Background: an optimization exercise with open tools, aiming at small area. Do not read the settings as production practice.
RTL that was checked went through simulation tests only; none was proved equivalent to the original.
Function not checked in run 5: the RTL went through the layout flow alone.
Power is estimated from default activity; no workload was simulated.

## design.v

```verilog
module map_loader #(
   parameter int LANES = 5,
   parameter int ROWS  = 100
) (
   input  logic        clk_i,
   input  logic        rst_n_i,
   input  logic        start_i,
   input  logic        in_valid_i,
   output logic        in_ready_o,
   input  logic [2:0]  in_cell_i,
   input  logic        in_last_i,
   output logic        busy_o,
   output logic        done_o,
   output logic        err_o,
   output logic        map_valid_o,
   output logic [10:0] len_o,
   input  logic [2:0]  rd_x_i,
   input  logic [6:0]  rd_y_i,
   output logic [2:0]  rd_state_o,
   output logic [11:0] rd_rgb_o
);
   localparam int NR = 5;     
   localparam int RL = 20;    
   logic              busy_q, done_q, err_q;
   logic [2:0]        x_q;               
   logic [2:0]        j_q;               
   logic [4:0]        s_q;               
   logic [4:0]        ph_q;              
   logic [NR-1:0][7:0]    acc_q;
   logic [NR*RL-1:0][7:0] ring_q;        
   logic       illegal, final_cell;
   logic [1:0] cval;
   logic [7:0] acc_cur, acc_next;
   assign illegal    = in_cell_i > 3'd2;
   assign cval       = illegal ? 2'd0 : in_cell_i[1:0];
   assign final_cell = in_last_i || (x_q == 3'd4 && j_q == 3'd4 && s_q == 5'd19);
   assign acc_cur    = acc_q[j_q];
   logic [4:0] badd;
   logic [3:0] a_hi;
   always_comb begin
      case ({x_q[1:0], cval})
         4'b00_01: badd = 5'd1;
         4'b00_10: badd = 5'd2;
         4'b01_01: badd = 5'd3;
         4'b01_10: badd = 5'd6;
         4'b10_01: badd = 5'd9;
         4'b10_10: badd = 5'd18;
         default:  badd = 5'd0;
      endcase
      a_hi = {1'b0, acc_cur[7:5]} + ((cval == 2'd2) ? 4'd6 : (cval == 2'd1) ? 4'd3 : 4'd0);
      case (x_q)
         3'd0:    acc_next = {3'd0, badd};
         3'd1,
         3'd2:    acc_next = {3'd0, acc_cur[4:0] + badd};
         3'd3:    acc_next = {1'b0, cval, acc_cur[4:0]};
         default: acc_next = (a_hi == 4'd8) ? {acc_cur[4:2], 3'b111, acc_cur[1:0]}
                                             : {a_hi[2:0], acc_cur[4:0]};
      endcase
   end
   always_ff @(posedge clk_i) begin
      if (!rst_n_i) begin
         busy_q <= 1'b0;
         done_q <= 1'b0;
         err_q  <= 1'b0;
         j_q    <= 3'd2;
         s_q    <= 5'd25;
      end else begin
         done_q <= 1'b0;
         if (!busy_q) begin
            if (start_i) begin
               busy_q <= 1'b1;
               err_q  <= 1'b0;
               x_q    <= 3'd0;
               j_q    <= 3'd0;
               s_q    <= 5'd0;
            end
         end else if (in_valid_i) begin
            if (illegal) err_q <= 1'b1;
            if (final_cell) begin
               busy_q <= 1'b0;
               done_q <= 1'b1;
               if (!in_last_i) err_q <= 1'b1;
            end else if (x_q == 3'd4) begin
               x_q <= 3'd0;
               if (j_q == 3'd4) begin
                  j_q <= 3'd0;
                  s_q <= s_q + 5'd1;
               end else begin
                  j_q <= j_q + 3'd1;
               end
            end else begin
               x_q <= x_q + 3'd1;
            end
         end
      end
   end
   always_ff @(posedge clk_i) begin
      for (int j = 0; j < NR; j++)
         if (busy_q && in_valid_i && j_q == 3'(j)) acc_q[j] <= acc_next;
   end
   logic [NR-1:0][4:0] slot;
   always_comb begin
      for (int j = 0; j < NR; j++) slot[j] = (3'(j) <= j_q) ? s_q : s_q - 5'd1;
   end
   always_ff @(posedge clk_i) begin
      if (!rst_n_i)              ph_q <= 5'd0;
      else if (ph_q == 5'(RL-1)) ph_q <= 5'd0;
      else                       ph_q <= ph_q + 5'd1;
   end
   always_ff @(posedge clk_i) begin
      for (int j = 0; j < NR; j++) begin
         ring_q[j*RL] <= (slot[j] == ph_q) ? acc_q[j] : ring_q[j*RL+RL-1];
         for (int k = 1; k < RL; k++) ring_q[j*RL+k] <= ring_q[j*RL+k-1];
      end
   end
   logic [2:0]  rj;                  
   logic [4:0]  rs;                  
   logic [5:0]  rd_d;
   logic [4:0]  rd_pos;
   logic        rd_ok, rd_byp;
   logic [RL-1:0] pos_oh;
   logic [NR-1:0][7:0] ring_row;
   logic [7:0]  row;
   logic [1:0]  rd_q;
   logic [1:0]  trit;
   always_comb begin
      case (rd_y_i)
         7'd0: begin rs = 5'd0; rj = 3'd0; end
         7'd1: begin rs = 5'd0; rj = 3'd1; end
         7'd2: begin rs = 5'd0; rj = 3'd2; end
         7'd3: begin rs = 5'd0; rj = 3'd3; end
         7'd4: begin rs = 5'd0; rj = 3'd4; end
         7'd5: begin rs = 5'd1; rj = 3'd0; end
         7'd6: begin rs = 5'd1; rj = 3'd1; end
         7'd7: begin rs = 5'd1; rj = 3'd2; end
         7'd8: begin rs = 5'd1; rj = 3'd3; end
         7'd9: begin rs = 5'd1; rj = 3'd4; end
         7'd10: begin rs = 5'd2; rj = 3'd0; end
         7'd11: begin rs = 5'd2; rj = 3'd1; end
         7'd12: begin rs = 5'd2; rj = 3'd2; end
         7'd13: begin rs = 5'd2; rj = 3'd3; end
         7'd14: begin rs = 5'd2; rj = 3'd4; end
         7'd15: begin rs = 5'd3; rj = 3'd0; end
         7'd16: begin rs = 5'd3; rj = 3'd1; end
         7'd17: begin rs = 5'd3; rj = 3'd2; end
         7'd18: begin rs = 5'd3; rj = 3'd3; end
         7'd19: begin rs = 5'd3; rj = 3'd4; end
         7'd20: begin rs = 5'd4; rj = 3'd0; end
         7'd21: begin rs = 5'd4; rj = 3'd1; end
         7'd22: begin rs = 5'd4; rj = 3'd2; end
         7'd23: begin rs = 5'd4; rj = 3'd3; end
         7'd24: begin rs = 5'd4; rj = 3'd4; end
         7'd25: begin rs = 5'd5; rj = 3'd0; end
         7'd26: begin rs = 5'd5; rj = 3'd1; end
         7'd27: begin rs = 5'd5; rj = 3'd2; end
         7'd28: begin rs = 5'd5; rj = 3'd3; end
         7'd29: begin rs = 5'd5; rj = 3'd4; end
         7'd30: begin rs = 5'd6; rj = 3'd0; end
         7'd31: begin rs = 5'd6; rj = 3'd1; end
         7'd32: begin rs = 5'd6; rj = 3'd2; end
         7'd33: begin rs = 5'd6; rj = 3'd3; end
         7'd34: begin rs = 5'd6; rj = 3'd4; end
         7'd35: begin rs = 5'd7; rj = 3'd0; end
         7'd36: begin rs = 5'd7; rj = 3'd1; end
         7'd37: begin rs = 5'd7; rj = 3'd2; end
         7'd38: begin rs = 5'd7; rj = 3'd3; end
         7'd39: begin rs = 5'd7; rj = 3'd4; end
         7'd40: begin rs = 5'd8; rj = 3'd0; end
         7'd41: begin rs = 5'd8; rj = 3'd1; end
         7'd42: begin rs = 5'd8; rj = 3'd2; end
         7'd43: begin rs = 5'd8; rj = 3'd3; end
         7'd44: begin rs = 5'd8; rj = 3'd4; end
         7'd45: begin rs = 5'd9; rj = 3'd0; end
         7'd46: begin rs = 5'd9; rj = 3'd1; end
         7'd47: begin rs = 5'd9; rj = 3'd2; end
         7'd48: begin rs = 5'd9; rj = 3'd3; end
         7'd49: begin rs = 5'd9; rj = 3'd4; end
         7'd50: begin rs = 5'd10; rj = 3'd0; end
         7'd51: begin rs = 5'd10; rj = 3'd1; end
         7'd52: begin rs = 5'd10; rj = 3'd2; end
         7'd53: begin rs = 5'd10; rj = 3'd3; end
         7'd54: begin rs = 5'd10; rj = 3'd4; end
         7'd55: begin rs = 5'd11; rj = 3'd0; end
         7'd56: begin rs = 5'd11; rj = 3'd1; end
         7'd57: begin rs = 5'd11; rj = 3'd2; end
         7'd58: begin rs = 5'd11; rj = 3'd3; end
         7'd59: begin rs = 5'd11; rj = 3'd4; end
         7'd60: begin rs = 5'd12; rj = 3'd0; end
         7'd61: begin rs = 5'd12; rj = 3'd1; end
         7'd62: begin rs = 5'd12; rj = 3'd2; end
         7'd63: begin rs = 5'd12; rj = 3'd3; end
         7'd64: begin rs = 5'd12; rj = 3'd4; end
         7'd65: begin rs = 5'd13; rj = 3'd0; end
         7'd66: begin rs = 5'd13; rj = 3'd1; end
         7'd67: begin rs = 5'd13; rj = 3'd2; end
         7'd68: begin rs = 5'd13; rj = 3'd3; end
         7'd69: begin rs = 5'd13; rj = 3'd4; end
         7'd70: begin rs = 5'd14; rj = 3'd0; end
         7'd71: begin rs = 5'd14; rj = 3'd1; end
         7'd72: begin rs = 5'd14; rj = 3'd2; end
         7'd73: begin rs = 5'd14; rj = 3'd3; end
         7'd74: begin rs = 5'd14; rj = 3'd4; end
         7'd75: begin rs = 5'd15; rj = 3'd0; end
         7'd76: begin rs = 5'd15; rj = 3'd1; end
         7'd77: begin rs = 5'd15; rj = 3'd2; end
         7'd78: begin rs = 5'd15; rj = 3'd3; end
         7'd79: begin rs = 5'd15; rj = 3'd4; end
         7'd80: begin rs = 5'd16; rj = 3'd0; end
         7'd81: begin rs = 5'd16; rj = 3'd1; end
         7'd82: begin rs = 5'd16; rj = 3'd2; end
         7'd83: begin rs = 5'd16; rj = 3'd3; end
         7'd84: begin rs = 5'd16; rj = 3'd4; end
         7'd85: begin rs = 5'd17; rj = 3'd0; end
         7'd86: begin rs = 5'd17; rj = 3'd1; end
         7'd87: begin rs = 5'd17; rj = 3'd2; end
         7'd88: begin rs = 5'd17; rj = 3'd3; end
         7'd89: begin rs = 5'd17; rj = 3'd4; end
         7'd90: begin rs = 5'd18; rj = 3'd0; end
         7'd91: begin rs = 5'd18; rj = 3'd1; end
         7'd92: begin rs = 5'd18; rj = 3'd2; end
         7'd93: begin rs = 5'd18; rj = 3'd3; end
         7'd94: begin rs = 5'd18; rj = 3'd4; end
         7'd95: begin rs = 5'd19; rj = 3'd0; end
         7'd96: begin rs = 5'd19; rj = 3'd1; end
         7'd97: begin rs = 5'd19; rj = 3'd2; end
         7'd98: begin rs = 5'd19; rj = 3'd3; end
         7'd99: begin rs = 5'd19; rj = 3'd4; end
         7'd100: begin rs = 5'd20; rj = 3'd0; end
         7'd101: begin rs = 5'd20; rj = 3'd1; end
         7'd102: begin rs = 5'd20; rj = 3'd2; end
         7'd103: begin rs = 5'd20; rj = 3'd3; end
         7'd104: begin rs = 5'd20; rj = 3'd4; end
         7'd105: begin rs = 5'd21; rj = 3'd0; end
         7'd106: begin rs = 5'd21; rj = 3'd1; end
         7'd107: begin rs = 5'd21; rj = 3'd2; end
         7'd108: begin rs = 5'd21; rj = 3'd3; end
         7'd109: begin rs = 5'd21; rj = 3'd4; end
         7'd110: begin rs = 5'd22; rj = 3'd0; end
         7'd111: begin rs = 5'd22; rj = 3'd1; end
         7'd112: begin rs = 5'd22; rj = 3'd2; end
         7'd113: begin rs = 5'd22; rj = 3'd3; end
         7'd114: begin rs = 5'd22; rj = 3'd4; end
         7'd115: begin rs = 5'd23; rj = 3'd0; end
         7'd116: begin rs = 5'd23; rj = 3'd1; end
         7'd117: begin rs = 5'd23; rj = 3'd2; end
         7'd118: begin rs = 5'd23; rj = 3'd3; end
         7'd119: begin rs = 5'd23; rj = 3'd4; end
         7'd120: begin rs = 5'd24; rj = 3'd0; end
         7'd121: begin rs = 5'd24; rj = 3'd1; end
         7'd122: begin rs = 5'd24; rj = 3'd2; end
         7'd123: begin rs = 5'd24; rj = 3'd3; end
         7'd124: begin rs = 5'd24; rj = 3'd4; end
         7'd125: begin rs = 5'd25; rj = 3'd0; end
         7'd126: begin rs = 5'd25; rj = 3'd1; end
         7'd127: begin rs = 5'd25; rj = 3'd2; end
      endcase
   end
   assign rd_d   = 6'(ph_q) + 6'd19 - 6'(rs);
   assign rd_pos = (rd_d >= 6'd20) ? 5'(rd_d - 6'd20) : 5'(rd_d);
   logic [7:0] rd_dist;
   assign rd_dist = {1'b0, len_o[6:0]} - 8'd1 - {1'b0, rd_y_i};
   assign rd_ok   = map_valid_o && rd_x_i < 3'd5 && !rd_dist[7];
   assign rd_byp  = rd_dist[6:0] <= 7'd4;
   always_comb begin
      for (int k = 0; k < RL; k++) pos_oh[k] = rd_pos == 5'(k);
      for (int j = 0; j < NR; j++) begin
         ring_row[j] = '0;
         for (int k = 0; k < RL; k++)
            ring_row[j] = ring_row[j] | ({8{pos_oh[k]}} & ring_q[j*RL+k]);
      end
      row = '0;
      for (int j = 0; j < NR; j++)
         if (rj == 3'(j)) row = rd_byp ? acc_q[j] : ring_row[j];
   end
   always_ff @(posedge clk_i) begin
      if (!rst_n_i || !rd_ok) rd_q <= 2'd0;
      else                    rd_q <= trit;
   end
   logic       esc;
   logic [4:0] dec_b;
   logic [2:0] dec_a;
   logic [1:0] dig_b, dig_a;
   assign esc   = row[4:2] == 3'b111;
   assign dec_b = esc ? {row[7:5], row[1:0]} : row[4:0];
   assign dec_a = row[7:5];
   always_comb begin
      case ({rd_x_i[1:0], dec_b})
         7'd1: dig_b = 2'd1;
         7'd2: dig_b = 2'd2;
         7'd4: dig_b = 2'd1;
         7'd5: dig_b = 2'd2;
         7'd7: dig_b = 2'd1;
         7'd8: dig_b = 2'd2;
         7'd10: dig_b = 2'd1;
         7'd11: dig_b = 2'd2;
         7'd13: dig_b = 2'd1;
         7'd14: dig_b = 2'd2;
         7'd16: dig_b = 2'd1;
         7'd17: dig_b = 2'd2;
         7'd19: dig_b = 2'd1;
         7'd20: dig_b = 2'd2;
         7'd22: dig_b = 2'd1;
         7'd23: dig_b = 2'd2;
         7'd25: dig_b = 2'd1;
         7'd26: dig_b = 2'd2;
         7'd28: dig_b = 2'd1;
         7'd29: dig_b = 2'd2;
         7'd31: dig_b = 2'd1;
         7'd35: dig_b = 2'd1;
         7'd36: dig_b = 2'd1;
         7'd37: dig_b = 2'd1;
         7'd38: dig_b = 2'd2;
         7'd39: dig_b = 2'd2;
         7'd40: dig_b = 2'd2;
         7'd44: dig_b = 2'd1;
         7'd45: dig_b = 2'd1;
         7'd46: dig_b = 2'd1;
         7'd47: dig_b = 2'd2;
         7'd48: dig_b = 2'd2;
         7'd49: dig_b = 2'd2;
         7'd53: dig_b = 2'd1;
         7'd54: dig_b = 2'd1;
         7'd55: dig_b = 2'd1;
         7'd56: dig_b = 2'd2;
         7'd57: dig_b = 2'd2;
         7'd58: dig_b = 2'd2;
         7'd62: dig_b = 2'd1;
         7'd63: dig_b = 2'd1;
         7'd73: dig_b = 2'd1;
         7'd74: dig_b = 2'd1;
         7'd75: dig_b = 2'd1;
         7'd76: dig_b = 2'd1;
         7'd77: dig_b = 2'd1;
         7'd78: dig_b = 2'd1;
         7'd79: dig_b = 2'd1;
         7'd80: dig_b = 2'd1;
         7'd81: dig_b = 2'd1;
         7'd82: dig_b = 2'd2;
         7'd83: dig_b = 2'd2;
         7'd84: dig_b = 2'd2;
         7'd85: dig_b = 2'd2;
         7'd86: dig_b = 2'd2;
         7'd87: dig_b = 2'd2;
         7'd88: dig_b = 2'd2;
         7'd89: dig_b = 2'd2;
         7'd90: dig_b = 2'd2;
         7'd105: dig_b = 2'd1;
         7'd106: dig_b = 2'd1;
         7'd107: dig_b = 2'd1;
         7'd108: dig_b = 2'd1;
         7'd109: dig_b = 2'd1;
         7'd110: dig_b = 2'd1;
         7'd111: dig_b = 2'd1;
         7'd112: dig_b = 2'd1;
         7'd113: dig_b = 2'd1;
         7'd114: dig_b = 2'd2;
         7'd115: dig_b = 2'd2;
         7'd116: dig_b = 2'd2;
         7'd117: dig_b = 2'd2;
         7'd118: dig_b = 2'd2;
         7'd119: dig_b = 2'd2;
         7'd120: dig_b = 2'd2;
         7'd121: dig_b = 2'd2;
         7'd122: dig_b = 2'd2;
         default: dig_b = 2'd0;
      endcase
      case ({rd_x_i[0], esc, dec_a})
         5'd3: dig_a = 2'd1;
         5'd4: dig_a = 2'd1;
         5'd5: dig_a = 2'd1;
         5'd6: dig_a = 2'd2;
         5'd7: dig_a = 2'd2;
         5'd8: dig_a = 2'd2;
         5'd9: dig_a = 2'd2;
         5'd10: dig_a = 2'd2;
         5'd11: dig_a = 2'd2;
         5'd12: dig_a = 2'd2;
         5'd13: dig_a = 2'd2;
         5'd14: dig_a = 2'd2;
         5'd15: dig_a = 2'd2;
         5'd17: dig_a = 2'd1;
         5'd18: dig_a = 2'd2;
         5'd20: dig_a = 2'd1;
         5'd21: dig_a = 2'd2;
         5'd23: dig_a = 2'd1;
         5'd24: dig_a = 2'd2;
         5'd25: dig_a = 2'd2;
         5'd26: dig_a = 2'd2;
         5'd27: dig_a = 2'd2;
         5'd28: dig_a = 2'd2;
         5'd29: dig_a = 2'd2;
         5'd30: dig_a = 2'd2;
         5'd31: dig_a = 2'd2;
         default: dig_a = 2'd0;
      endcase
      trit = rd_x_i[2] | (rd_x_i[1] & rd_x_i[0]) ? dig_a : dig_b;
   end
   assign in_ready_o  = busy_q;
   assign busy_o      = busy_q;
   assign done_o      = done_q;
   assign err_o       = err_q;
   assign map_valid_o = !busy_q && !(s_q[4] && s_q[3]);
   assign len_o       = {4'd0, 7'({s_q, 2'b00} + 7'(s_q) + 7'(j_q) + 7'd1)};
   assign rd_state_o  = {1'b0, rd_q};
   assign rd_rgb_o    = {{4{|rd_q}}, {4{rd_q[1]}}, 4'h0};
endmodule
```

## flow/run.sh

```bash
#!/bin/bash
# Own layout flow: the standard ORFS flow, with three changes.
#  1. Synthesis is the standard flow's own script (synth_recipe.tcl) with its combinational mapping
#     changed (see synth_area.tcl): ABC maps for area, and adders are not pre-extracted.
#     Registers are mapped by dfflibmap before this, so they are the standard synthesis's.
#  2. Clock tree synthesis runs without dummy loads, with larger sink clusters (15 sinks,
#     60 um) driven by clkbuf_8 buffers.
#  3. Ports are buffered with buf_1 cells (every input and output still gets its buffer).
# Every tool's output goes to a log file in this work folder (and ORFS's own logs under orfs/).
set -euo pipefail
W=$(pwd)
export FLOW_SYNTH_TCL="$W/synth_recipe.tcl"
export FLOW_ABC_SCRIPT="$W/flow/area.abc"
export BUFFER_PORTS_ARGS="-buffer_cell sky130_fd_sc_hd__buf_1"
export CTS_ARGS="-sink_clustering_enable -repair_clock_nets -dont_use_dummy_load -buf_list sky130_fd_sc_hd__clkbuf_8 -sink_clustering_size 15 -sink_clustering_max_diameter 60"

make -C "$FLOW_HOME" DESIGN_CONFIG="$W/config.mk" WORK_HOME="$W/orfs" CLKGATE_MAP_FILE= \
   SYNTH_SCRIPT="$W/flow/synth_area.tcl" synth > "$W/synth_make.log" 2>&1
bash "$W/standard.sh" finish > "$W/standard_make.log" 2>&1
test -s "$W/out/final.def"
```

## flow/area.abc

```
strash; &get -n; &fraig -x; &put; scorr; dc2; strash; &get -n; &dch -f; &nf -R 1000; &put; strash; &get -n; &dch -f; &nf -R 1000; &put; strash; &get -n; &dch -f; &nf -R 1000; &put; strash; &get -n; &dch -f; &nf -R 1000; &put;
```

## flow/synth_area.tcl

```tcl
# synth_recipe.tcl with two changes to the combinational mapping (registers are mapped by
# dfflibmap before either step, so they are exactly the standard synthesis's):
#  - ABC runs flow/area.abc (Yosys's default liberty script with four rounds of area-oriented
#    &dch/&nf mapping) in place of ORFS's script; ORFS's -D delay target and the -constr file
#    that makes ABC buffer and upsize are dropped.
#  - extract_fa is skipped, so adders are left to ABC as plain logic.
proc abc {args} {
   set keep {}
   for {set i 0} {$i < [llength $args]} {incr i} {
      set a [lindex $args $i]
      if {$a eq "-script" || $a eq "-D" || $a eq "-constr"} { incr i; continue }
      lappend keep $a
   }
   yosys abc -script $::env(FLOW_ABC_SCRIPT) {*}$keep
}
proc extract_fa {args} { puts "extract_fa skipped" }
source $::env(FLOW_SYNTH_TCL)
```

## standard.sh

```bash
#!/bin/bash
# synth_recipe.tcl (not shown) runs the flow's synth.tcl, then flattens the netlist and writes it again
# the make line also repeats each setting of config.mk as NAME=value (left out here)
make -C /OpenROAD-flow-scripts/flow DESIGN_CONFIG=/design/flow/config.mk WORK_HOME=/design/flow/orfs CLKGATE_MAP_FILE= SYNTH_SCRIPT=/design/flow/synth_recipe.tcl "${@:-finish}"
```

## config.mk

```make
export PLATFORM = sky130hd
export DESIGN_NAME = map_loader
export DESIGN_NICKNAME = map_loader
export VERILOG_FILES = /design/flow/design.v
export SDC_FILE = /design/flow/constraint.sdc
export NUM_CORES = 4
export LEC_CHECK = 0
export CAP_MARGIN = 10
export CORE_MARGIN = 2
export CORE_UTILIZATION = 66
export GPL_TIMING_DRIVEN = 0
export SLEW_MARGIN = 10
```

## constraint.sdc

```tcl
create_clock -name core_clock -period 10.0 [get_ports {clk_i}]
set_input_delay 2.0000 -clock core_clock [delete_from_list [all_inputs] [get_ports {clk_i}]]
set_output_delay 2.0000 -clock core_clock [all_outputs]
set_load 0.01 [all_outputs]
```

==> notes.md, run 1 <==
- Status: finished clean
- CP Capture Type: flip-flop
- R2R depth: 30
- DIE AREA: 39800 µm²
- Largest net degree at the start of global routing: 37
- Core ar.: about 38000 µm²
- Compound-cell area share of the yosys netlist: 0.171
- Netlist cell types: 57
- Count leader, synth: dfxtp_1
- Layout Cells excl Fill: 2691
- Mean post-synth cell area: 12.7 µm²
- Die X: between 150 and 200 µm
- Drt drc: 0
- Hold_buf cts: 0
- Drt via density: 6.91
- Final setup margin: roughly 0.7 ns
- Final Cell Area: 28400 µm²
- Ys flop type: dfxtp_1
- CTS tree: done
- Die H: 200 µm
- CP dominant cell by count: o21ai_0
- Placed Area: about 27000 µm²
- Final min period: 9.32 ns
- Hold WC Path Type: reg -> reg
- CP max stage delay: ~0.40 ns
- Leakage power: roughly 11 nW
- Final Slew Violations: 0
- Hold path depth: 0
- Grt total ovfl: 0
- DP Cell Count: roughly 2600
- Power per cell area: 225 nW/µm²
- Placed wire-length estimate: between 40000 and 50000 µm
- Worst endpoint required time: between 10 and 15 ns
- Async set-reset flop share out of synthesis: 0
- Main combinational cell family by area after synthesis: compound AO/OA/AOI/OAI gates
- R2R setup slack: roughly 3 ns
- CP Data Arrival Time: 9.83 ns
- Overall global routing resource usage: 0.370
- First-pass GRT wire length: 109000 µm
- Worst Skew: 0.0536 ns
- Slew of the pin with the lowest slew margin: between 1 and 1.5 ns
- Worst skew pair latency: roughly 0.66 ns
- Post-DRT Antenna Nets: 0
- Longest Clk Path Bufs: 3
- Register bit total from synthesis: 861
- Worst setup path category: in -> reg
- Setup-failing EPs final: 0
- Initial Utilization: 0.670
- Number of synthesized flops with an enable pin: 43
- Post-synth top cells: 818 x dfxtp_1, 191 x a222oi_1, 134 x nand2_1
- Post-synthesis mux area share: 0.0186
- Post-synth top area share: 0.649
- Iter 0 DRT Violations: 2720
- Crit path launch type: primary input
- FMAX: 0.107 GHz
- Warnings, synthesis: 1
- Area contributors post-synth: dfxtp_1 65%, a222oi_1 7.6%, edfxtp_1 5.1%, nand2_1 2.0%, a22oi_1 2.0%
- Count of buffers from port buffering: 39
- Final period util: 0.932
- CP Max Fanout: 11
- Xor/xnor share of the synthesized area: 0.0163
- Largest area contributor in the netlist: dfxtp_1
- Endpoints failing hold: 0
- # rows: roughly 70
- Max_cap viols: 0
- Clk slew on worst S/H paths: about 0.090 ns
- VDD IR max: 0.166 mV
- Post-synthesis cell count: between 1500 and 2000
- Post-synthesis adder-cell area fraction: 0.00119
- I/O pin cnt: approximately 50
- Max transition margin: 0.115
- Vias in the first global route: between 15000 and 20000
- Total number of H-tree levels: 3
- Seq/Total Area, Yosys: 0.700
- RePlAce Congestion: 0.902
- Layout cell share with drive strength beyond 1: 0.0927
- DR WL/cell: between 20 and 30 µm
- WL final: 74300 µm
- Synth-to-Final Area Change: 12.4%
- Num Clock Sinks: 861
- Antenna violations before repair: 2
- Tot Pwr: 6.39 mW
- Total number of vias: 18600
- Detailed Routing Iterations Pass 1: 9
- Post-Synth Simple-Gate Area: 0.0846
- Slowest cell on crit path: o21ai_0
- Pre-CTS WS: -1.66 ns
- Clk Tree Root Cell: clkbuf_8
- Final nets: 2199
- Number of buffers inserted during clock tree synthesis: 67
- Mapped cell area: between 20000 and 30000 µm²
- RSZ-0062 raised after global routing: no
[critical path: cells and delay by family]
| kind | cells | cell delay, ns |
|---|---|---|
| and+or+nand+nor | 14 | 2.52 |
| buffers and inverters | 6 | 0.87 |
| AOI/OAI and AO/OA | 17 | 3.49 |
| xor gates and xnor gates | 3 | 0.73 |
| muxes | 1 | 0.17 |
[cell usage in the layout (no fill, tap or decap), types with 13 or more instances in the layout]
cell	count
a221oi_1	41
nor3_1	22
edfxtp_1	43
nor2_1	89
a22oi_1	66
o21ai_0	71
nor2_4	19
clkinv_1	19
xnor2_1	24
buf_16	16
a222oi_1	191
dfxtp_1	818
clkbuf_8	67
buf_4	51
o22ai_1	24
buf_1	35
xor2_1	23
nand3_1	47
a21oi_1	62
mux2_1	40
nand4_1	51
buf_12	15
nand2_1	131
nand2b_1	13
[cells by family (layout without fill, tap and decap cells)]
| kind of cell | after synthesis | count (layout) |
|---|---|---|
| AO/OA/AOI/OAI | 547 | 547 |
| XOR/XNOR | 47 | 47 |
| adder cells (fa/ha/maj) | 3 | 3 |
| buffers and inverters | 36 | 217 |
| flip-flops | 861 | 861 |
| multiplexers | 42 | 42 |
| other | 1 | 10 |
| AND/OR/NAND/NOR | 448 | 453 |
[where the power goes]
part           switching [mW]  internal, mW
combinational           0.741         0.359
clock                    1.02         0.604
sequential             0.0848          3.59
total                    1.84          4.55
[registers in the layout, summed over array words and instances, names as in the netlist]
| signal | flops |
|---|---|
| ph_q | 5 |
| j_q | 3 |
| ring_q | 800 |
| rd_q | 2 |
| err_q | 1 |
| x_q | 3 |
| done_q | 1 |
| s_q | 5 |
| busy_q | 1 |
| acc_q | 40 |
[per-layer routing]
metal | vias to the layer above | wire length [µm] | share of wire | global-route usage
li1 | 8098 | - | - | -
met1 | 9009 | 29200 | 0.39 | 0.496
met2 | 1224 | 32900 | 0.44 | 0.570
met3 | 256 | 7840 | 0.11 | 0.0631
met4 | 2 | 4400 | 0.059 | 0.210
met5 | - | 13 | 0.00017 | 0
[what timing repair did]
action                     CTS  global route
setup endpoints to repair    2             2
cloned                       4             1
gates resized for setup     12            19
pin swaps                    9            14
setup buffers                8            24
[stage by stage]
stage | utilization | setup TNS (ns) | hold slack, ns
6_report | 0.753 | 0 | 0.314
5_1_grt | 0.753 | 0 | 0.302
4_1_cts | 0.747 | 0 | 0.297
3_5_place_dp | 0.720 | -3.30 | 0.335
3_3_place_gp | 0.692 | -9.64 | 0.332
2_1_floorplan | - | 0 | 0.326
[final cells by class]
type	instances	area, µm²
sequential	861	17700
fill	2471	9300
multi-input combinational	1101	7650
timing repair buffer	114	1290
clock buffer	67	922
tap	511	639
buffer	17	128
inverter	19	71.3
antenna	1	2.50
[worst paths after layout]
check,startpoint,end
hold reg to reg,ring_q[263],ring_q[271]
setup / recovery,rd_y_i[0],rd_q[1]
setup reg to reg,ph_q[1],rd_q[1]
hold / removal,ring_q[263],ring_q[271]
==> run 2: changes to the inputs <==
--- a/config.mk
+++ b/config.mk
@@ -7,6 +7,6 @@
 export LEC_CHECK = 0
 export CAP_MARGIN = 10
 export CORE_MARGIN = 2
-export CORE_UTILIZATION = 66
+export CORE_UTILIZATION = 72
 export GPL_TIMING_DRIVEN = 0
 export SLEW_MARGIN = 10
==> notes.md, run 2 <==
- Status: finished clean
- Count leader, synth: dfxtp_1
- FMAX: between 0.1 and 0.15 GHz
- Mean post-synth cell area: 12.7 µm²
- Overall global routing resource usage: 0.405
- Max transition margin: 0.135
- Async set-reset flop share out of synthesis: 0
- DR WL/cell: 28.7 µm
- DIE AREA: 36600 µm²
- Placed wire-length estimate: between 40000 and 50000 µm
- Commonest non-fill, non-tap cell in the layout: dfxtp_1
- Max reg flops: 800
- Slew of the pin with the lowest slew margin: about 1.3 ns
- Xor/xnor share of the synthesized area: 0.0163
- Fin util: 0.814
- Post-synth top cells: 818 x dfxtp_1, 191 x a222oi_1, 134 x nand2_1
- VDD IR max: 0.193 mV
- Largest reg by FF count: ring_q
- Post-synthesis mux area share: 0.0186
- Detailed Routing Iterations Pass 1: 7
- Final Slew Violations: 0
- I/O pin cnt: 49
- Leakage power: 10.4 nW
- CP Data Arrival Time: ~9.9 ns
- Netlist cell types: between 50 and 60
- Crit path launch type: primary input
- Worst setup path category: in -> reg
- Die X: 191 µm
- Power per cell area: around 230 nW/µm²
- CP Capture Type: flip-flop
- Hold_buf cts: 0
- Setup tns final: 0 ns
- # rows: roughly 70
- Grt total ovfl: 0
- Registers with the most flip-flops: ring_q x800, acc_q x40
- Register bit total from synthesis: 861
- Ys flop type: dfxtp_1
- Clk Tree Root Cell: clkbuf_8
- Warnings, synthesis: 1
- Max_cap viols: 0
- RePlAce Congestion: between 0.9 and 1
- Hold path depth: 0
- Antenna violations before repair: 0
- Post-Synth Simple-Gate Area: 0.0846
- Worst Skew: 0.0358 ns
- CTS tree: done
- Placed Area: 27000 µm²
- Total number of H-tree levels: 3
- Vias in the first global route: 18800
- Clk slew on worst S/H paths: 0.09 ns
- Setup-failing EPs final: 0
- # diodes: 0
- Post-synthesis cell count: 1985
- Layout cell share with drive strength beyond 1: 0.0838
- Drt via density: around 7.2
- Largest net degree at the start of global routing: 37
- Worst endpoint required time: 10.51 ns
- Final period util: 0.942
- Die H: 191 µm
- Post-DRT Antenna Nets: 0
- Filler cells: 1997
- Seq/Total Area, Yosys: 0.700
- Count of buffers from port buffering: 39
- Iter 0 DRT Violations: 3247
- Longest Clk Path Bufs: 3
- R2R depth: 30
- Slowest cell on crit path: a222oi_1
- CP max stage delay: 0.67 ns
- Drt drc: 0
- CP dominant cell by count: o21ai_0
- Flip-flop and latch area: 17700 µm²
- Final min period: 9.42 ns
- Area of the multi-input gates: 7600 µm²
- CP Max Fanout: 36
- Hold WC Path Type: reg -> reg
- Worst skew pair latency: 0.66 ns
- Post-synthesis adder-cell area fraction: 0.00119
- Mapped cell area: 25200 µm²
- Number of synthesized flops with an enable pin: 43
- First-pass GRT wire length: roughly 110000 µm
- Main combinational cell family by area after synthesis: compound AO/OA/AOI/OAI gates
- WL final: 75000 µm
- Area contributors post-synth: dfxtp_1 65%, a222oi_1 7.6%, edfxtp_1 5.1%, nand2_1 2.0%, a22oi_1 2.0%
- Core ar.: 34500 µm²
- Final nets: 2181
- Post-synth top area share: 0.649
- Endpoints failing hold: 0
- Final Cell Area: 28100 µm²
- Synth-to-Final Area Change: 11.5%
- Compound-cell area share of the yosys netlist: 0.171
- Num Clock Sinks: 861
- Number of buffers inserted during clock tree synthesis: 67
- Commonest cells after routing, fill and taps aside: 818 x dfxtp_1, 191 x a222oi_1, 132 x nand2_1
- Initial Utilization: 0.731
- Total number of vias: 18900
- Largest area contributor in the netlist: dfxtp_1
## run 2: final timing paths
check                    from          end  slack, ns
setup / recovery    rd_y_i[3]      rd_q[0]       0.58
hold / removal    ring_q[752]  ring_q[760]       0.32
setup reg to reg      ph_q[1]      rd_q[0]       2.85
hold reg to reg   ring_q[752]  ring_q[760]       0.32
## run 2: per-layer routing
metal  GRT usage  share of wire  up-vias
li1            -              -     8069
met1       0.524           0.37     9126
met2       0.639           0.46     1417
met3      0.0909           0.12      290
met4       0.213          0.050        0
met5           0              0        -
## run 2: repair_timing
item | 4_1_cts | 5_1_grt
endpoints found under the hold margin | 0 | 0
cloned | 1 | 0
setup endpoints to repair | 2 | 2
pin swaps | 7 | 13
buffers inserted | 6 | 15
resized for setup | 9 | 18
## run 2: cell families (layout without fill, tap and decap cells)
family,after synthesis,count (layout)
multiplexers,42,42
AND/OR/NAND/NOR,448,449
other,1,9
adder cells (fa/ha/maj),3,3
buffers and inverters,36,203
flip-flops,861,861
XOR/XNOR,47,47
AO/OA/AOI/OAI,547,547
## run 2: area by class of cell
class | count | area share
sequential | 861 | 0.628
multi-input combinational | 1097 | 0.270
timing repair buffer | 100 | 0.0417
clock buffer | 67 | 0.0328
tap | 455 | 0.0202
buffer | 17 | 0.00454
inverter | 19 | 0.00253
## run 2: worst max-delay path: cells and delay by family
kind,cells,cell delay (ns)
compound gates,16,3.42
simple gates,15,2.88
buf+inv,4,0.90
xor+xnor,2,0.43
mux,2,0.27
## run 2: metrics by stage
step | cells | hold slack [ns] | total power [mW] | worst slack [ns]
floorplan | 1993 | 0.326 | 4.23 | 0.517
global placement | 2487 | 0.331 | 4.57 | -4.58
detailed placement | 2527 | 0.335 | 4.73 | -1.61
CTS | 2601 | 0.312 | 6.30 | 0.0209
global route | 2616 | 0.321 | 6.55 | -0.0388
finish | 2616 | 0.321 | 6.38 | 0.577
## run 2: power breakdown
part           switching (mW)  leakage, nW  internal, mW
clock                    1.03        0.482         0.604
combinational           0.730         2.96         0.343
sequential             0.0874         7.00          3.59
==> run 3: changes to the inputs <==
--- a/design.v
+++ b/design.v
@@ -31,10 +31,11 @@
    logic       illegal, final_cell;
    logic [1:0] cval;
    logic [7:0] acc_cur, acc_next;
+   logic [7:0] row;                
    assign illegal    = in_cell_i > 3'd2;
    assign cval       = illegal ? 2'd0 : in_cell_i[1:0];
    assign final_cell = in_last_i || (x_q == 3'd4 && j_q == 3'd4 && s_q == 5'd19);
-   assign acc_cur    = acc_q[j_q];
+   assign acc_cur    = row;    
    logic [4:0] badd;
    logic [3:0] a_hi;
    always_comb begin
@@ -120,7 +121,6 @@
    logic        rd_ok, rd_byp;
    logic [RL-1:0] pos_oh;
    logic [NR-1:0][7:0] ring_row;
-   logic [7:0]  row;
    logic [1:0]  rd_q;
    logic [1:0]  trit;
    always_comb begin
@@ -261,6 +261,8 @@
    assign rd_dist = {1'b0, len_o[6:0]} - 8'd1 - {1'b0, rd_y_i};
    assign rd_ok   = map_valid_o && rd_x_i < 3'd5 && !rd_dist[7];
    assign rd_byp  = rd_dist[6:0] <= 7'd4;
+   logic [2:0] rd_j;
+   assign rd_j    = busy_q ? j_q : rj;
    always_comb begin
       for (int k = 0; k < RL; k++) pos_oh[k] = rd_pos == 5'(k);
       for (int j = 0; j < NR; j++) begin
@@ -270,7 +272,7 @@
       end
       row = '0;
       for (int j = 0; j < NR; j++)
-         if (rj == 3'(j)) row = rd_byp ? acc_q[j] : ring_row[j];
+         if (rd_j == 3'(j)) row = (busy_q || rd_byp) ? acc_q[j] : ring_row[j];
    end
    always_ff @(posedge clk_i) begin
       if (!rst_n_i || !rd_ok) rd_q <= 2'd0;
==> notes.md, run 3 <==
- Status: finished clean
- Clk Tree Root Cell: clkbuf_8
- Layout cell share with drive strength beyond 1: 0.0882
- Max transition margin: 0.201
- Final min period: approximately 9.5 ns
- Tot Pwr: 6.22 mW
- Worst Skew: slightly below 0.06 ns
- Final Cell Area: 28100 µm²
- Seq/Total Area, Yosys: 0.705
- Crit path launch type: primary input
- Final setup margin: roughly 0.53 ns
- Placed Area: 27000 µm²
- Longest Clk Path Bufs: 3
- Final Slew Violations: 0
- Worst endpoint required time: 10.21 ns
- Core ar.: 34400 µm²
- Filler cells: 1950
- Post-synthesis cell count: around 2000
- Hold WC Path Type: reg -> reg
- WL final: 71100 µm
- DIE AREA: 36300 µm²
- Registers with the most flip-flops: ring_q x800, acc_q x40
- Worst skew pair latency: 0.65 ns
- RePlAce Congestion: just under 0.9
- Largest reg by FF count: ring_q
- Number of synthesized flops with an enable pin: 43
- Crit-path leading delay family: simple AND/OR/NAND/NOR gates
- CP max stage delay: 0.57 ns
- Area contributors post-synth: dfxtp_1 65%, a222oi_1 7.7%, edfxtp_1 5.2%, a22oi_1 2.0%, nand2_1 1.9%
- Commonest cells after routing, fill and taps aside: 818 x dfxtp_1, 194 x a222oi_1, 126 x nand2_1
- Clock Power Share: 0.261
- Slowest cell on crit path: nor3_4
- Largest area contributor in the netlist: dfxtp_1
- Commonest non-fill, non-tap cell in the layout: dfxtp_1
- Overall global routing resource usage: 0.387
- Worst setup path category: in -> reg
- Power per cell area: 222 nW/µm²
- Iter 0 DRT Violations: 3187
- FMAX: between 0.1 and 0.15 GHz
- Leakage power: 10.3 nW
- CP Data Arrival Time: slightly below 10 ns
- Drt drc: 0
- Max_cap viols: 0
- I/O pin cnt: 49
- Net switching power: 1.72 mW
- CP Max Fanout: 32
- Number of buffers inserted during clock tree synthesis: 67
- Initial Utilization: 0.729
- Synth-to-Final Area Change: 11.9%
- Count of buffers from port buffering: 39
- Grt total ovfl: 0
- Post-DRT Antenna Nets: 0
- Total number of H-tree levels: 3
- Vias in the first global route: 18100
- Comb pwr share: 0.146
- Warnings, synthesis: 1
- Post-synth top cells: 818 x dfxtp_1, 194 x a222oi_1, 127 x nand2_1
- Largest net degree at the start of global routing: 38
- Mapped cell area: about 25000 µm²
- Antenna violations before repair: 1
- Drt via density: 7.04
- Die X: approximately 190 µm
- Die H: 191 µm
- VDD IR max: 0.177 mV
- CP Buf/Inv Count: 4
- Placed wire-length estimate: 44400 µm
- CP Capture Type: flip-flop
- Slew of the pin with the lowest slew margin: ~1.2 ns
- Count leader, synth: dfxtp_1
- # rows: 68
- Mean post-synth cell area: 12.7 µm²
- Ys flop type: dfxtp_1
- Clk slew on worst S/H paths: 0.09 ns
- # diodes: 0
- Async set-reset flop share out of synthesis: 0
- Register bit total from synthesis: 861
- CTS tree: done
- Internal power: 4.50 mW
- Setup-failing EPs final: 0
- Min Hold Slack: 0.322 ns
- Netlist cell types: between 50 and 60
- Switching Share: 0.276
- Max reg flops: 800
- Post-synth top area share: 0.653
- Detailed Routing Iterations Pass 1: 9
- Pre-CTS WS: -1.48 ns
- Final nets: 2163
- CP dominant cell by count: nand2_1
- Setup tns final: 0 ns
- First-pass GRT wire length: ~110000 µm
- Num Clock Sinks: 861
- DR WL/cell: 27.4 µm
- Reg power frac: 0.593
- Final period util: 0.947
- Total number of vias: around 18000
- Endpoints failing hold: 0
run 3: changes by cell type after synthesis, moves of 8 or more:
cell and delta:
nor3_1 +23, o22ai_1 -16, a21oi_1 +15, o21ai_0 -14
a221oi_1 -13, or3_1 -9, a21boi_0 -8, nand3_1 +8
nor2_1 +8
run 3: path summary, 6_finish.rpt:
check,from,end,slack [ns],depth (start not counted)
worst min register to register,ring_q[42],ring_q[50],0.32,0
worst max register to register,ph_q[0],acc_q[36],2.51,29
worst max-delay path,rd_y_i[4],acc_q[36],0.53,35
worst min-delay path,ring_q[42],ring_q[50],0.32,0
run 3: layout make-up:
cell class,instances,area (µm²),area share
Inverter,19,75.1,0.00268
Tap cell,455,569,0.0203
Multi-Input combinational cell,1083,7480,0.267
Buffer,17,128,0.00455
Timing Repair Buffer,96,1210,0.0431
Clock buffer,67,922,0.0329
Sequential cell,861,17700,0.630
run 3: per-layer routing:
layer / up-vias / wire length (µm) / global-route usage / share of wire
met4: 0 / 3290 / 0.198 / 0.046
met1: 8781 / 26800 / 0.508 / 0.38
met5: - / 0 / 0 / 0
met3: 255 / 8840 / 0.0867 / 0.12
li1: 7940 / - / - / -
met2: 1303 / 32200 / 0.607 / 0.45
run 3: cell families (layout without fill, tap and decap cells):
family	count (synthesis)	after routing	share of synthesized area
mux	42	42	0.0188
fa+ha+maj	5	5	0.00200
simple gates	469	470	0.0892
flops	861	861	0.705
xor+xnor	50	50	0.0175
buf+inv	36	199	0.00794
other cells	1	9	0.000150
compound gates	507	507	0.160
run 3: worst reg2reg max path: cells and delay by family, from the launching register on:
family          cells  cell delay [ns]
simple gates       17             3.76
compound gates      6             1.16
fa+ha+maj           2             0.80
flops               1             0.58
buf+inv             2             0.48
xor+xnor            2             0.29
run 3: what timing repair did:
action                                  CTS  global route
resized for setup                        10            28
endpoints found under the setup margin   32            27
pin swaps                                 0             6
buffers inserted                          0            10
gates cloned                              0             1
hold buffers                              0             0
run 3: power by group through the flow:
stage               combinational (mW)  sequential, mW  clock (mW)
finish                           0.911            3.69        1.62
floorplan                        0.437            3.73           0
CTS                              0.851            3.68        1.62
global route                     0.951            3.70        1.75
global placement                 0.701            3.75           0
detailed placement               0.845            3.76           0
run 3: through the flow:
stage                     cells   util
after detailed placement   2520  0.784
after floorplan            1979      -
after global placement     2473  0.751
final                      2598  0.816
after CTS                  2587  0.812
after global routing       2598  0.816
==> run 4: changes to the inputs <==
--- a/config.mk
+++ b/config.mk
@@ -7,6 +7,6 @@
 export LEC_CHECK = 0
 export CAP_MARGIN = 10
 export CORE_MARGIN = 2
-export CORE_UTILIZATION = 72
+export CORE_UTILIZATION = 78
 export GPL_TIMING_DRIVEN = 0
 export SLEW_MARGIN = 10
==> notes.md, run 4 <==
- Largest area contributor in the netlist: dfxtp_1
- Setup-failing EPs final: 0
- Post-synthesis cell count: 1971
- Die H: 183 µm
- Endpoints failing hold: 0
- Max reg flops: 800
- Final period util: 0.977
- FMAX: around 0.10 GHz
- Count of buffers from port buffering: 39
- Clk slew on worst S/H paths: ~0.10 ns
- Power per cell area: 226 nW/µm²
- Drt via density: 7.59
- Core ar.: 31600 µm²
- Longest Clk Path Bufs: 3
- Total number of H-tree levels: 3
- Drt drc: 0
- Area contributors post-synth: dfxtp_1 65%, a222oi_1 7.7%, edfxtp_1 5.2%, a22oi_1 2.0%, nand2_1 1.9%
- Largest net degree at the start of global routing: 38
- Crit path launch type: primary input
- Registers with the most flip-flops: ring_q x800, acc_q x40
- Post-synth top area share: 0.653
- Worst Skew: 0.0755 ns
- Post-synth top cells: 818 x dfxtp_1, 194 x a222oi_1, 127 x nand2_1
- Worst endpoint required time: 10.23 ns
- Pre-CTS WS: -1.95 ns
- Die X: 183 µm
- Min Hold Slack: 0.296 ns
- CP Max Fanout: 21
- Vias in the first global route: roughly 19000
- Count leader, synth: dfxtp_1
- DR WL/cell: about 31 µm
- VDD IR max: 0.147 mV
- Number of synthesized flops with an enable pin: 43
- CP Data Arrival Time: about 10 ns
- Hold_buf cts: 0
- Final setup margin: 0.231 ns
- RePlAce Congestion: 0.883
- # rows: 65
- WL final: about 78000 µm
- Initial Utilization: 0.792
- Layout cell share with drive strength beyond 1: 0.0905
- Slew of the pin with the lowest slew margin: 1.27 ns
- Mean post-synth cell area: 12.7 µm²
- Hold WC Path Type: reg -> reg
- CP max stage delay: a little under 0.9 ns
- CP dominant cell by count: nor2_1
- I/O pin cnt: 49
- Tot Pwr: between 6 and 7 mW
- Area of the multi-input gates: 7530 µm²
- Async set-reset flop share out of synthesis: 0
- Max_cap viols: 0
- Commonest non-fill, non-tap cell in the layout: dfxtp_1
- First-pass GRT wire length: 111000 µm
- Netlist cell types: 57
- Antenna violations before repair: 0
- Worst setup path category: in -> reg
- Overall global routing resource usage: 0.437
- CTS tree: done
- Final nets: 2164
- Ys flop type: dfxtp_1
- Placed wire-length estimate: around 45000 µm
- Slowest cell on crit path: a21oi_1
- Commonest cells after routing, fill and taps aside: 818 x dfxtp_1, 194 x a222oi_1, 126 x nand2_1
- Mapped cell area: 25100 µm²
- Worst skew pair latency: 0.64 ns
- Largest reg by FF count: ring_q
- Post-DRT Antenna Nets: 0
- Status: finished clean
- Detailed Routing Iterations Pass 1: 14
- Placed Area: about 27000 µm²
- Total number of vias: 19300
- Final Cell Area: 27900 µm²
- Iter 0 DRT Violations: 4120
- Number of buffers inserted during clock tree synthesis: 67
- Filler cells: 1390
- Max transition margin: 0.149
- DIE AREA: between 30000 and 40000 µm²
- Final min period: between 9 and 10 ns
- CP Capture Type: flip-flop
- Flip-flop and latch area: about 18000 µm²
- Clk Tree Root Cell: clkbuf_8
- Grt total ovfl: 0
- Warnings, synthesis: 1
- Leakage power: 10.3 nW
- Synth-to-Final Area Change: 11.2%
- Num Clock Sinks: 861
- Seq/Total Area, Yosys: 0.705
- Register bit total from synthesis: approximately 860
- Final Slew Violations: 0
[run 4: cell counts after synthesis]
Identical to the previous run, type by type.
[run 4: per-stage QoR]
step	TNS, ns	util	std cells
6_report	0	0.881	2547
3_5_place_dp	-46.17	0.843	2459
3_3_place_gp	-227.83	0.814	2420
5_1_grt	-0.260	0.881	2546
4_1_cts	-0.0365	0.874	2528
2_1_floorplan	0	-	1979
[run 4: critical path: cells and delay by family]
family	cells	cell delay, ns
compound gates	12	3.25
xor+xnor	2	0.48
fa+ha+maj	2	0.48
buf+inv	1	0.22
simple gates	16	3.53
[run 4: worst paths after layout]
path / start / endpoint / slack [ns] / cells past startpoint
max: rd_y_i[1] / acc_q[7] / 0.23 / 33
min: ring_q[618] / ring_q[626] / 0.30 / 0
max reg2reg: s_q[0] / acc_q[36] / 2.21 / 30
min reg2reg: ring_q[618] / ring_q[626] / 0.30 / 0
[run 4: power breakdown]
part	internal, mW	switching [mW]
Sequential	3.60	0.0950
Combinational	0.285	0.664
Clock	0.604	1.04
[run 4: cell type report]
type | instances | area share
tap | 402 | 0.0180
inverter | 19 | 0.00269
antenna | 1 | 0.0000898
sequential | 861 | 0.634
clock buffer | 67 | 0.0331
timing repair buffer | 94 | 0.0375
multi-input combinational | 1086 | 0.270
buffer | 17 | 0.00458
[run 4: logic make-up after synthesis]
group / after synthesis / synth area share
and+or+nand+nor: 469 / 0.0892
adders and majority gates: 5 / 0.00200
muxes: 42 / 0.0188
buffers and inverters: 36 / 0.00794
AOI/OAI and AO/OA: 507 / 0.160
xor gates and xnor gates: 50 / 0.0175
other: 1 / 0.000150
DFF: 861 / 0.705
[run 4: routing by layer]
layer  global-route usage  part of all wire  vias up
met1                0.551              0.34     9132
met4                0.252             0.068        0
met5                    0                 0        -
met2                0.680              0.45     1794
met3                0.123              0.14      451
li1                     -                 -     7945
[run 4: repair_timing]
action                     in CTS  in global routing
setup endpoints to repair      42                 32
gates cloned                    0                  4
setup buffers                   2                 14
pin swaps                       2                 10
gates resized for setup        19                 31
==> run 5: changes to the inputs <==
--- a/design.v
+++ b/design.v
@@ -31,11 +31,10 @@
    logic       illegal, final_cell;
    logic [1:0] cval;
    logic [7:0] acc_cur, acc_next;
-   logic [7:0] row;                
    assign illegal    = in_cell_i > 3'd2;
    assign cval       = illegal ? 2'd0 : in_cell_i[1:0];
    assign final_cell = in_last_i || (x_q == 3'd4 && j_q == 3'd4 && s_q == 5'd19);
-   assign acc_cur    = row;    
+   assign acc_cur    = acc_q[j_q];
    logic [4:0] badd;
    logic [3:0] a_hi;
    always_comb begin
@@ -114,14 +113,15 @@
          for (int k = 1; k < RL; k++) ring_q[j*RL+k] <= ring_q[j*RL+k-1];
       end
    end
-   logic [2:0]  rj;                  
-   logic [4:0]  rs;                  
+   logic [2:0]  rj, rj_q;            
+   logic [4:0]  rs, rs_q;            
+   logic [2:0]  rx_q;
+   logic        rd_ok, rd_byp, ok_q, byp_q;
    logic [5:0]  rd_d;
    logic [4:0]  rd_pos;
-   logic        rd_ok, rd_byp;
    logic [RL-1:0] pos_oh;
    logic [NR-1:0][7:0] ring_row;
-   logic [1:0]  rd_q;
+   logic [7:0]  row;
    logic [1:0]  trit;
    always_comb begin
       case (rd_y_i)
@@ -255,14 +255,18 @@
          7'd127: begin rs = 5'd25; rj = 3'd2; end
       endcase
    end
-   assign rd_d   = 6'(ph_q) + 6'd19 - 6'(rs);
+   assign rd_ok  = map_valid_o && rd_x_i < 3'd5 && (rs < s_q || (rs == s_q && rj <= j_q));
+   assign rd_byp = rs == slot[rj];
+   always_ff @(posedge clk_i) begin
+      if (!rst_n_i) ok_q <= 1'b0;
+      else          ok_q <= rd_ok;
+      rs_q  <= rs;
+      rj_q  <= rj;
+      rx_q  <= rd_x_i;
+      byp_q <= rd_byp;
+   end
+   assign rd_d   = 6'(ph_q) + 6'd19 - 6'(rs_q);
    assign rd_pos = (rd_d >= 6'd20) ? 5'(rd_d - 6'd20) : 5'(rd_d);
-   logic [7:0] rd_dist;
-   assign rd_dist = {1'b0, len_o[6:0]} - 8'd1 - {1'b0, rd_y_i};
-   assign rd_ok   = map_valid_o && rd_x_i < 3'd5 && !rd_dist[7];
-   assign rd_byp  = rd_dist[6:0] <= 7'd4;
-   logic [2:0] rd_j;
-   assign rd_j    = busy_q ? j_q : rj;
    always_comb begin
       for (int k = 0; k < RL; k++) pos_oh[k] = rd_pos == 5'(k);
       for (int j = 0; j < NR; j++) begin
@@ -272,11 +276,7 @@
       end
       row = '0;
       for (int j = 0; j < NR; j++)
-         if (rd_j == 3'(j)) row = (busy_q || rd_byp) ? acc_q[j] : ring_row[j];
-   end
-   always_ff @(posedge clk_i) begin
-      if (!rst_n_i || !rd_ok) rd_q <= 2'd0;
-      else                    rd_q <= trit;
+         if (rj_q == 3'(j)) row = byp_q ? acc_q[j] : ring_row[j];
    end
    logic       esc;
    logic [4:0] dec_b;
@@ -286,7 +286,7 @@
    assign dec_b = esc ? {row[7:5], row[1:0]} : row[4:0];
    assign dec_a = row[7:5];
    always_comb begin
-      case ({rd_x_i[1:0], dec_b})
+      case ({rx_q[1:0], dec_b})
          7'd1: dig_b = 2'd1;
          7'd2: dig_b = 2'd2;
          7'd4: dig_b = 2'd1;
@@ -366,7 +366,7 @@
          7'd122: dig_b = 2'd2;
          default: dig_b = 2'd0;
       endcase
-      case ({rd_x_i[0], esc, dec_a})
+      case ({rx_q[0], esc, dec_a})
          5'd3: dig_a = 2'd1;
          5'd4: dig_a = 2'd1;
          5'd5: dig_a = 2'd1;
@@ -395,7 +395,7 @@
          5'd31: dig_a = 2'd2;
          default: dig_a = 2'd0;
       endcase
-      trit = rd_x_i[2] | (rd_x_i[1] & rd_x_i[0]) ? dig_a : dig_b;
+      trit = rx_q[2] | (rx_q[1] & rx_q[0]) ? dig_a : dig_b;
    end
    assign in_ready_o  = busy_q;
    assign busy_o      = busy_q;
@@ -403,6 +403,6 @@
    assign err_o       = err_q;
    assign map_valid_o = !busy_q && !(s_q[4] && s_q[3]);
    assign len_o       = {4'd0, 7'({s_q, 2'b00} + 7'(s_q) + 7'(j_q) + 7'd1)};
-   assign rd_state_o  = {1'b0, rd_q};
-   assign rd_rgb_o    = {{4{|rd_q}}, {4{rd_q[1]}}, 4'h0};
+   assign rd_state_o  = {1'b0, ok_q ? trit : 2'd0};
+   assign rd_rgb_o    = {{4{|rd_state_o}}, {4{rd_state_o[1]}}, 4'h0};
 endmodule
--- a/config.mk
+++ b/config.mk
@@ -7,6 +7,6 @@
 export LEC_CHECK = 0
 export CAP_MARGIN = 10
 export CORE_MARGIN = 2
-export CORE_UTILIZATION = 78
+export CORE_UTILIZATION = 66
 export GPL_TIMING_DRIVEN = 0
 export SLEW_MARGIN = 10
==> notes.md, run 5 <==
- Status: finished clean
- Area contributors post-synth: dfxtp_1 65%, a222oi_1 7.8%, edfxtp_1 5.0%, nand4_1 1.8%, nand2_1 1.8%
- Vias in the first global route: 18400
- Die H: 201 µm
- Synth-to-Final Area Change: 12.4%
- Initial Utilization: 0.667
- Overall global routing resource usage: 0.368
- Crit-path leading delay family: compound AO/OA/AOI/OAI gates
- Clk slew on worst S/H paths: 0.10 ns
- Iter 0 DRT Violations: between 2000 and 3000
- Post-synthesis cell count: 2024
- Slew of the pin with the lowest slew margin: 1.26 ns
- Commonest cells after routing, fill and taps aside: 824 x dfxtp_1, 201 x a222oi_1, 121 x nand2_1
- Leakage power: around 11 nW
- Netlist cell types: 52
- RePlAce Congestion: 0.919
- VDD IR max: 0.151 mV
- Setup tns final: 0 ns
- CP dominant cell by count: a21oi_1
- Async set-reset flop share out of synthesis: 0
- # rows: approximately 70
- CTS tree: done
- Detailed Routing Iterations Pass 1: 10
- Crit path launch type: flip-flop
- Worst Skew: 0.0562 ns
- Metal3 WL: 7890 µm
- Post-DRT Antenna Nets: 0
- Ys flop type: dfxtp_1
- Total number of H-tree levels: 3
- Seq/Total Area, Yosys: 0.697
- Mapped cell area: 25700 µm²
- Drt drc: 0
- Hold WC Path Type: reg -> reg
- CP Max Fanout: 14
- Final Slew Violations: 0
- Worst skew pair latency: around 0.66 ns
- DIE AREA: 40500 µm²
- Max reg flops: 800
- Total number of vias: 18700
- Count leader, synth: dfxtp_1
- Top layer reached by signal wires: met4
- Endpoints failing hold: 0
- Register bit total from synthesis: 872
- Flip-flop and latch area: 17900 µm²
- Final nets: 2233
- CP max stage delay: 0.66 ns
- Drt via density: 6.85
- Number of buffers inserted during clock tree synthesis: 68
- Layout Cells excl Fill: 2731
- Largest area contributor in the netlist: dfxtp_1
- Worst setup path category: reg -> out
- Hold_buf cts: 0
- Max_cap viols: 0
- Tot Pwr: 6.32 mW
- First-pass GRT wire length: 113000 µm
- Worst endpoint required time: 8.00 ns
- Layout cell share with drive strength beyond 1: 0.0917
- DP Cell Count: approximately 2600
- CP Capture Type: output pin
- Count of buffers from port buffering: 39
- Final min period: 9.62 ns
- Number of synthesized flops with an enable pin: 43
- I/O pin cnt: between 40 and 50
- Placed wire-length estimate: 47500 µm
- Area of the multi-input gates: 7830 µm²
- Power per cell area: 219 nW/µm²
- Num Clock Sinks: 872
- Grt total ovfl: 0
- CP Data Arrival Time: between 7 and 8 ns
- Commonest non-fill, non-tap cell in the layout: dfxtp_1
- Filler cells: 2550
- Slowest cell on crit path: or4_1
- CP Buf/Inv Count: 4
- Max transition margin: 0.157
- Registers with the most flip-flops: ring_q x800, acc_q x40
- WL met2: 33600 µm
- WL final: 75100 µm
- Clk Tree Root Cell: clkbuf_8
- Post-synth top cells: 829 x dfxtp_1, 201 x a222oi_1, 124 x nand2_1
- Post-synth top area share: 0.647
- FMAX: 0.104 GHz
- Core ar.: between 30000 and 40000 µm²
- # diodes: 0
- Warnings, synthesis: 1
- Setup-failing EPs final: 0
- Final period util: 0.962
- Met1 WL: 30400 µm
- Die X: 201 µm
- Mean post-synth cell area: roughly 13 µm²
- Largest reg by FF count: ring_q
- Largest net degree at the start of global routing: 44
- Antenna violations before repair: 0
- DR WL/cell: 27.5 µm
- Longest Clk Path Bufs: 3
==> run 5: cell count changes in the layout (fill, tap and decap cells not counted), moves of 11 or more <==
| cell | change |
|---|---|
| xnor2_1 | +13 |
| o21ai_0 | +11 |
| nor3_1 | -27 |
| a221oi_1 | +16 |
| o22ai_1 | +36 |
| nand4_1 | +31 |
| nand3_1 | -27 |
| a22oi_1 | -11 |
==> run 5: kinds of logic after synthesis <==
kind of cell    after synthesis  synth area share
other cells                   1          0.000146
flops                       872             0.697
buf+inv                      46           0.00922
compound gates              554             0.169
simple gates                434            0.0805
fa+ha+maj                     7           0.00273
xor+xnor                     65            0.0222
mux                          45            0.0195
==> run 5: where the power goes <==
group | internal [mW] | switching, mW
clock network | 0.612 | 1.04
logic | 0.285 | 0.585
registers | 3.68 | 0.126
total | 4.58 | 1.75
==> run 5: stage by stage <==
| stage | worst slack [ns] | hold WS, ns | utilization | cell area [µm²] |
|---|---|---|---|---|
| finish | 0.377 | 0.322 | 0.750 | 28800 |
| global placement | -5.41 | 0.332 | 0.689 | 26500 |
| detailed placement | -0.302 | 0.334 | 0.718 | 27600 |
| global route | -0.0502 | 0.318 | 0.750 | 28800 |
| floorplan | 0.0540 | 0.326 | - | 25700 |
| CTS | 0.0500 | 0.319 | 0.747 | 28700 |
==> run 5: final cells by class <==
type | count | area share
Timing Repair Buffer | 111 | 0.0450
Buffer | 17 | 0.00442
Tap cell | 518 | 0.0225
Clock buffer | 68 | 0.0324
Inverter | 29 | 0.00382
Multi-Input combinational cell | 1116 | 0.271
Sequential cell | 872 | 0.621
==> run 5: worst paths after layout <==
path	from	end	slack (ns)	depth (start not counted)
setup / recovery	ph_q[0]	rd_rgb_o[11]	0.38	30
hold / removal	ring_q[178]	ring_q[186]	0.32	0
setup reg to reg	j_q[2]	acc_q[13]	5.67	12
hold reg to reg	ring_q[178]	ring_q[186]	0.32	0
==> run 5: what timing repair did <==
action	4_1_cts	5_1_grt
setup endpoints to repair	10	10
pin swaps	9	5
gates resized for setup	17	16
setup buffers	16	9
gates cloned	1	1
==> run 5: layer usage <==
metal | track usage | vias to the layer above
li1 | - | 8253
met1 | 0.515 | 9132
met2 | 0.566 | 1125
met3 | 0.0674 | 201
met4 | 0.156 | 0
met5 | 0 | -

-- what the ideal ports hide --
Ports are ideal in the flow. The routed layouts listed here were re-timed in OpenROAD.
Step 1 assumes that a clkbuf_16 drives the clock port and a buf_2 every other input.
Step 2 adds t to the input delays and takes it off the output delays; t is the mean of the earliest and latest rising clock arrival at the registers after step 1. Input paths then give back, and output paths get back, about the clock's delay inside the block.
Three values: ideal, step 1, step 2; two values: the first two.
run	t (ns)	setup WS [ns]	worst setup path after step 2
run 1	0.691	0.681 / 0.718 / 0.028	input to register
run 2	0.690	0.577 / 0.610 / -0.080	input to register
run 3	0.673	0.533 / 0.562 / -0.111	input to register
run 4	0.660	0.231 / 0.260 / -0.401	input to register
run 5	0.686	0.377 / 0.322 / 1.009	register to output
With both steps, setup timing fails in run 2, run 3 and run 4, where it was met with ideal ports. The setup slack of run 2, which loses most, moves by +0.033 ns with the drivers and by -0.657 ns with both steps.
